From an optimization exercise on the open Yosys and OpenROAD flow, aimed at small area and few clock cycles per item; shortcuts taken in it are not production practice. The RTL was checked by simulation tests, not by an equivalence proof against the original design.

== the previous run ==
==> flow/design.v <==
package swhsr_pkg;
    typedef enum logic [2:0] {
        PH_IDLE      = 3'd0,
        PH_LOW       = 3'd1,
        PH_HIGH      = 3'd2,
        PH_RESP_LOW  = 3'd3,
        PH_RESP_HIGH = 3'd4,
        PH_DATA_LOW  = 3'd5,
        PH_BIT_RISE  = 3'd6,
        PH_BIT_HIGH  = 3'd7
    } phase_t;
    localparam logic [7:0] CFG_START_LOW    = 8'd0;
    localparam logic [7:0] CFG_RELEASE_HIGH = 8'd1;
    localparam logic [7:0] CFG_RESPONSE     = 8'd2;
    localparam logic [7:0] CFG_BIT_TIMEOUT  = 8'd3;
    localparam logic [7:0] CFG_THRESHOLD    = 8'd4;
    localparam logic [15:0] START_LOW_RESET    = 16'd18000;
    localparam logic [7:0]  RELEASE_HIGH_RESET = 8'd20;
    localparam logic [7:0]  RESPONSE_RESET     = 8'd100;
    localparam logic [7:0]  BIT_TIMEOUT_RESET  = 8'd120;
    localparam logic [7:0]  THRESHOLD_RESET    = 8'd50;
    localparam logic [5:0]  FRAME_BIT_COUNT = 6'd40;
endpackage
import swhsr_pkg::*;
module single_wire_humidity_sensor_reader_top
(
    input  logic        clk,
    input  logic        rst_n,
    input  logic        in_valid,
    output logic        in_ready,
    input  logic        cmd,
    input  logic        line_level,
    input  logic        cfg_valid,
    output logic        cfg_ready,
    input  logic [7:0]  cfg_index,
    input  logic [15:0] cfg_data,
    output logic        out_valid,
    input  logic        out_ready,
    output logic        drive_enable,
    output logic        drive_level,
    output logic        busy_res,
    output logic        done_res,
    output logic [1:0]  status,
    output logic [12:0] humidity_pct,
    output logic signed [12:0] temperature_c
);
    function automatic logic cmp_f;
        input logic [15:0] a;
        input logic [15:0] b_n;
        input logic        cin;
        integer i;
        begin
            cmp_f = cin;
            for (i = 0; i < 16; i = i + 1)
                cmp_f = (a[i] & b_n[i]) | ((a[i] | b_n[i]) & cmp_f);
        end
    endfunction
    logic [15:0] start_low_n;
    logic [7:0]  release_high_n;
    logic [7:0]  response_n;
    logic [7:0]  bit_timeout_n;
    logic [7:0]  threshold_n;
    logic        cfg_init;
    logic [2:0]  phase_reg;    
    logic [2:0]  phase_next;
    logic        adv;
    logic        tick;
    logic [7:0]  cnt_lo_reg, cnt_lo_next;
    logic [7:0]  cnt_hi_reg, cnt_hi_next;   
    logic [5:0]  bit_idx_reg;
    logic        out_valid_reg;
    logic [12:0] hq_reg;      
    logic [11:0] tq_reg;      
    logic        sign_reg;    
    logic [3:0]  rem_reg;     
    logic        in_accept;
    logic        start;
    logic [7:0]  inc_lo;
    logic        inc_c, inc_c8;
    logic [8:0]  inc9;
    logic        lim16, lim8, gt_bt;
    logic        bit_value;
    logic        bit_ev;
    logic        last_bit;
    logic [5:0]  idx_inc;
    logic        idx_c;
    logic [3:0]  rem_in;
    logic [4:0]  div_t;
    logic        div_q;
    logic [3:0]  rem_new;
    logic [2:0]  bpos;
    logic [7:0]  acc_sum;
    logic        acc_c;
    logic        ended;
    logic        ef;
    logic        sum_ok;
    logic        ok;
    logic        neg_f;
    logic [12:0] tmag;
    assign cfg_ready = 1'b1;
    always_ff @(posedge clk or negedge rst_n)
    begin
        if (!rst_n)
        begin
            cfg_init <= 1'b1;
        end
        else
        begin
            cfg_init <= 1'b0;
        end
    end
    always_ff @(posedge clk)
    begin
        if (cfg_init)
        begin
            start_low_n    <= ~START_LOW_RESET;
            release_high_n <= ~RELEASE_HIGH_RESET;
            response_n     <= ~RESPONSE_RESET;
            bit_timeout_n  <= ~BIT_TIMEOUT_RESET;
            threshold_n    <= ~THRESHOLD_RESET;
        end
        else if (cfg_valid)
        begin
            unique case (cfg_index)
                CFG_START_LOW:    start_low_n    <= ~cfg_data;
                CFG_RELEASE_HIGH: release_high_n <= ~cfg_data[7:0];
                CFG_RESPONSE:     response_n     <= ~cfg_data[7:0];
                CFG_BIT_TIMEOUT:  bit_timeout_n  <= ~cfg_data[7:0];
                CFG_THRESHOLD:    threshold_n    <= ~cfg_data[7:0];
                default:          ;
            endcase
        end
    end
    assign in_ready  = !out_valid_reg || out_ready;
    assign in_accept = in_valid && in_ready;
    assign start     = cmd && (phase_reg == PH_IDLE);
    always_comb
    begin
        inc_c = 1'b1;
        for (int i = 0; i < 8; i++)
        begin
            inc_lo[i] = cnt_lo_reg[i] ^ inc_c;
            inc_c     = cnt_lo_reg[i] & inc_c;
        end
        inc_c8 = inc_c;
    end
    assign inc9      = {inc_c8, inc_lo};
    assign lim16     = &{cnt_hi_reg, cnt_lo_reg[7:1]};
    assign lim8      = &cnt_lo_reg[7:1];
    assign gt_bt     = cmp_f({8'd0, cnt_lo_reg}, {8'hff, bit_timeout_n}, 1'b1);
    assign bit_value = cmp_f({8'd0, cnt_lo_reg}, {8'hff, threshold_n}, 1'b0);
    always_comb
    begin
        unique case (phase_reg)
            PH_LOW:       adv = lim16;
            PH_HIGH:      adv = lim8;
            PH_RESP_LOW:  adv = !line_level || lim8;
            PH_RESP_HIGH: adv = line_level || lim8;
            PH_DATA_LOW:  adv = !line_level || lim8;
            PH_BIT_RISE:  adv = line_level || lim8;
            PH_BIT_HIGH:  adv = !line_level || gt_bt;
            default:      adv = 1'b0;
        endcase
    end
    assign tick   = !cmd && (phase_reg != PH_IDLE);
    assign bit_ev = tick && (phase_reg == PH_BIT_HIGH) && !line_level;
    always_comb
    begin
        phase_next = phase_reg;
        if (start)
        begin
            phase_next = PH_LOW;
        end
        else if (tick && adv)
        begin
            if (phase_reg == PH_BIT_HIGH)
            begin
                phase_next = (line_level || last_bit) ? PH_IDLE : PH_BIT_RISE;
            end
            else
            begin
                phase_next = phase_reg + 3'd1;
            end
        end
    end
    always_comb
    begin
        cnt_lo_next = cnt_lo_reg;
        cnt_hi_next = cnt_hi_reg;
        if (!cmd && phase_reg == PH_IDLE)
        begin
            cnt_lo_next = 8'd1;
        end
        if (tick)
        begin
            cnt_lo_next = inc_lo;
            if (adv)
            begin
                unique case (phase_reg)
                    PH_LOW:      cnt_lo_next = release_high_n;
                    PH_BIT_RISE: cnt_lo_next = {7'd0, line_level};
                    PH_BIT_HIGH: cnt_lo_next = (line_level || last_bit) ? 8'd0 : response_n;
                    default:     cnt_lo_next = response_n;
                endcase
            end
            if (phase_reg == PH_LOW)
            begin
                cnt_hi_next = adv ? 8'd0 : acc_sum;
            end
            else if (bit_ev)
            begin
                cnt_hi_next = acc_sum;
            end
        end
    end
    assign last_bit = bit_idx_reg[5] & bit_idx_reg[2] & bit_idx_reg[1] & bit_idx_reg[0];
    always_comb
    begin
        idx_c = 1'b1;
        for (int i = 0; i < 6; i++)
        begin
            idx_inc[i] = bit_idx_reg[i] ^ idx_c;
            idx_c      = bit_idx_reg[i] & idx_c;
        end
    end
    assign rem_in = rem_reg;
    assign div_t  = {rem_in, bit_value};
    always_comb
    begin
        unique case (div_t)
            5'd10:   {div_q, rem_new} = {1'b1, 4'd0};
            5'd11:   {div_q, rem_new} = {1'b1, 4'd1};
            5'd12:   {div_q, rem_new} = {1'b1, 4'd2};
            5'd13:   {div_q, rem_new} = {1'b1, 4'd3};
            5'd14:   {div_q, rem_new} = {1'b1, 4'd4};
            5'd15:   {div_q, rem_new} = {1'b1, 4'd5};
            5'd16:   {div_q, rem_new} = {1'b1, 4'd6};
            5'd17:   {div_q, rem_new} = {1'b1, 4'd7};
            5'd18:   {div_q, rem_new} = {1'b1, 4'd8};
            5'd19:   {div_q, rem_new} = {1'b1, 4'd9};
            default: {div_q, rem_new} = {1'b0, div_t[3:0]};
        endcase
    end
    assign bpos = bit_idx_reg[2:0];
    always_comb
    begin
        acc_c = (phase_reg == PH_LOW) && inc_c8;
        for (int i = 0; i < 8; i++)
        begin
            acc_c      = acc_c | ((phase_reg == PH_BIT_HIGH) && (bit_value ^ bit_idx_reg[5])
                                  && (bpos == 3'(7 - i)));
            acc_sum[i] = cnt_hi_reg[i] ^ acc_c;
            acc_c      = cnt_hi_reg[i] & acc_c;
        end
    end
    always_ff @(posedge clk or negedge rst_n)
    begin
        if (!rst_n)
        begin
            out_valid_reg <= 1'b0;
        end
        else
        begin
            out_valid_reg <= in_accept || (out_valid_reg && !out_ready);
        end
    end
    always_ff @(posedge clk)
    begin
        if (cfg_init)
        begin
            phase_reg <= PH_IDLE;
        end
        else if (in_accept)
        begin
            phase_reg <= phase_next;
        end
    end
    always_ff @(posedge clk)
    begin
        if (in_accept && start)
        begin
            cnt_lo_reg  <= start_low_n[7:0];
            cnt_hi_reg  <= start_low_n[15:8];
            bit_idx_reg <= '0;
            rem_reg     <= '0;
        end
        else if (in_accept)
        begin
            cnt_lo_reg <= cnt_lo_next;
            cnt_hi_reg <= cnt_hi_next;
            if (bit_ev)
            begin
                bit_idx_reg <= idx_inc;
                rem_reg     <= (bit_idx_reg == 6'd16) ? 4'd0 : rem_new;
            end
        end
    end
    always_ff @(posedge clk)
    begin
        if (in_accept)
        begin
            if (bit_ev)
            begin
                if (!bit_idx_reg[5])
                begin
                    if (!bit_idx_reg[4])
                    begin
                        hq_reg <= {hq_reg[11:0], div_q};
                    end
                    else if (bit_idx_reg[3:0] == 4'd0)
                    begin
                        sign_reg <= bit_value;
                    end
                    else
                    begin
                        tq_reg <= {tq_reg[10:0], div_q};
                    end
                end
            end
        end
    end
    assign ended  = (phase_reg == PH_IDLE) && !cnt_lo_reg[0];
    assign ef     = ended && bit_idx_reg[5] && bit_idx_reg[3];
    assign sum_ok = &cnt_hi_reg;
    assign ok     = ef && sum_ok;
    always_comb
    begin
        neg_f = 1'b0;
        for (int i = 0; i < 12; i++)
        begin
            tmag[i] = ok & (tq_reg[i] ^ neg_f);
            neg_f   = neg_f | (sign_reg & tq_reg[i]);
        end
        tmag[12] = ok & neg_f;
    end
    assign out_valid     = out_valid_reg;
    assign drive_enable  = (phase_reg == PH_LOW) || (phase_reg == PH_HIGH);
    assign drive_level   = (phase_reg == PH_HIGH);
    assign busy_res      = (phase_reg != PH_IDLE);
    assign done_res      = ended;
    assign status        = {ef && !sum_ok, ended && !ef};
    assign humidity_pct  = ok ? hq_reg : 13'd0;
    assign temperature_c = tmag;
endmodule
export LEC_CHECK = 0
export CAP_MARGIN = 20
export CORE_MARGIN = 2
export CORE_UTILIZATION = 60
export CTS_BUF_LIST = sky130_fd_sc_hd__clkbuf_2 sky130_fd_sc_hd__clkbuf_4 sky130_fd_sc_hd__clkbuf_8
export SLEW_MARGIN = 20
create_clock -name core_clock -period 8.0 [get_ports {clk}]
standard.sh (not shown) runs the stock make flow with config.mk's settings and CLKGATE_MAP_FILE= SYNTH_SCRIPT=/design/flow/synth_recipe.tcl, a recipe that flattens the netlist after the stock synthesis.
==> flow/flow/run.sh <==
#!/bin/bash
# The standard layout with three changes:
#  - synthesis maps the logic with an area-oriented ABC script and leaves
#    adders to ABC (no extract_fa); registers, their cells and names are
#    those of the standard synthesis;
#  - the port buffers are the smallest buffer cell;
#  - clock tree synthesis inserts no dummy loads.
set -euo pipefail
here=$(pwd)
# Synthesis script: synth_recipe.tcl, sourcing a copy of ORFS's synth.tcl
# whose abc call uses flow/abc_area.script.
sed "s|log_cmd abc {\*}\$abc_args|log_cmd abc {*}[lreplace \$abc_args 1 1 $here/flow/abc_area.script]|" \
    "$FLOW_HOME/scripts/synth.tcl" > "$here/area_synth_core.tcl"
grep -q "abc_area.script" "$here/area_synth_core.tcl"
sed "s|source \$::env(SCRIPTS_DIR)/synth.tcl|source $here/area_synth_core.tcl|" \
    "$here/synth_recipe.tcl" > "$here/area_synth.tcl"
grep -q "area_synth_core.tcl" "$here/area_synth.tcl"
bash standard.sh \
    "SYNTH_SCRIPT=$here/area_synth.tcl" \
    "ADDER_MAP_FILE=" \
    "BUFFER_PORTS_ARGS=-buffer_cell sky130_fd_sc_hd__buf_1" \
    "CTS_ARGS=-sink_clustering_enable -repair_clock_nets -dont_use_dummy_load -buf_list {sky130_fd_sc_hd__clkbuf_2 sky130_fd_sc_hd__clkbuf_4 sky130_fd_sc_hd__clkbuf_8}" \
    finish > standard_make.log 2>&1
==> flow/flow/abc_area.script <==
strash
dch -f
amap -F 4 -A 8
strash
dch -f
amap -F 4 -A 8
strash
dch -f
amap -F 4 -A 8
topo
stime -c
dnsize -c
Looking at the reports, the previous run completed the entire flow and the layout it produced met the timing, DRC and antenna checks.
Testbench counts of the previous run, summed over its fixed seeds: cycles 368,886, items 368,854.
Modified inputs, the current run compared to the previous run
-- flow/design.v --
<<< the previous run, line 79
    logic        inc_c, inc_c8;
    logic [8:0]  inc9;
    logic        lim16, lim8, gt_bt;
    logic        bit_value;
    logic        bit_ev;
>>> the current run, line 79
    logic        inc_c, inc_c8;
    logic [8:0]  inc9;
    logic        lim16, lim8, gt_bt, bh_cmp;
    logic        bit_value;
    logic        bit_ev;
<<< the previous run, line 148
    assign lim16     = &{cnt_hi_reg, cnt_lo_reg[7:1]};
    assign lim8      = &cnt_lo_reg[7:1];
    assign gt_bt     = cmp_f({8'd0, cnt_lo_reg}, {8'hff, bit_timeout_n}, 1'b1);
    assign bit_value = cmp_f({8'd0, cnt_lo_reg}, {8'hff, threshold_n}, 1'b0);
    always_comb
    begin
>>> the current run, line 148
    assign lim16     = &{cnt_hi_reg, cnt_lo_reg[7:1]};
    assign lim8      = &cnt_lo_reg[7:1];
    assign bh_cmp    = cmp_f({8'd0, cnt_lo_reg},
                             {8'hff, line_level ? bit_timeout_n : threshold_n}, line_level);
    assign gt_bt     = bh_cmp;
    assign bit_value = bh_cmp;
    always_comb
    begin
Notes after the runs:
- Compared to the previous run, the current run has count of non-filler cells in the finished layout 0.58% lower.
- The current run improves on the previous run in number of DRC markers in iteration 0.
- Average wire per cell in the routed design ends up higher on the previous run.
- Sort the current run and the previous run by share of the final layout cell area in multi-input gates, descending, and the current run comes first.
- Re die area: the current run is 78 um2 down on the previous run.
Testbench counts of the current run, summed over its fixed seeds: cycles 368,886, items 368,854.

==> separate check: timing with driven ports <==
The flow's constraints put no driver on any port. The routed layouts listed below were extracted and timed again, unchanged, in two steps. Step 1 sets driving cells, clkbuf_16 on the clock port and buf_2 on the other inputs (assumed; they add their load-dependent delay and slew). Step 2 also shifts input and output timing later by t, the mid clock arrival at the registers, as if the neighbouring blocks saw the same clock. Three values: no drivers, after step 1, after step 2; two values: the first two.
run	t, ns	setup slack, ns	worst setup path after step 2	latest minus earliest clock arrival (ns)	worst data-port slew with drivers (ns)
the previous run	0.392	3.020 / 2.985 / 3.376	register to output	0.025 / 0.025	0.04
the current run	0.388	1.537 / 1.534 / 1.146	input to register	0.028 / 0.028	0.04
After both steps setup and hold are still met in every run listed. The setup slack of the current run, which loses most, moves by -0.003 ns with the drivers and by -0.391 ns with both steps.
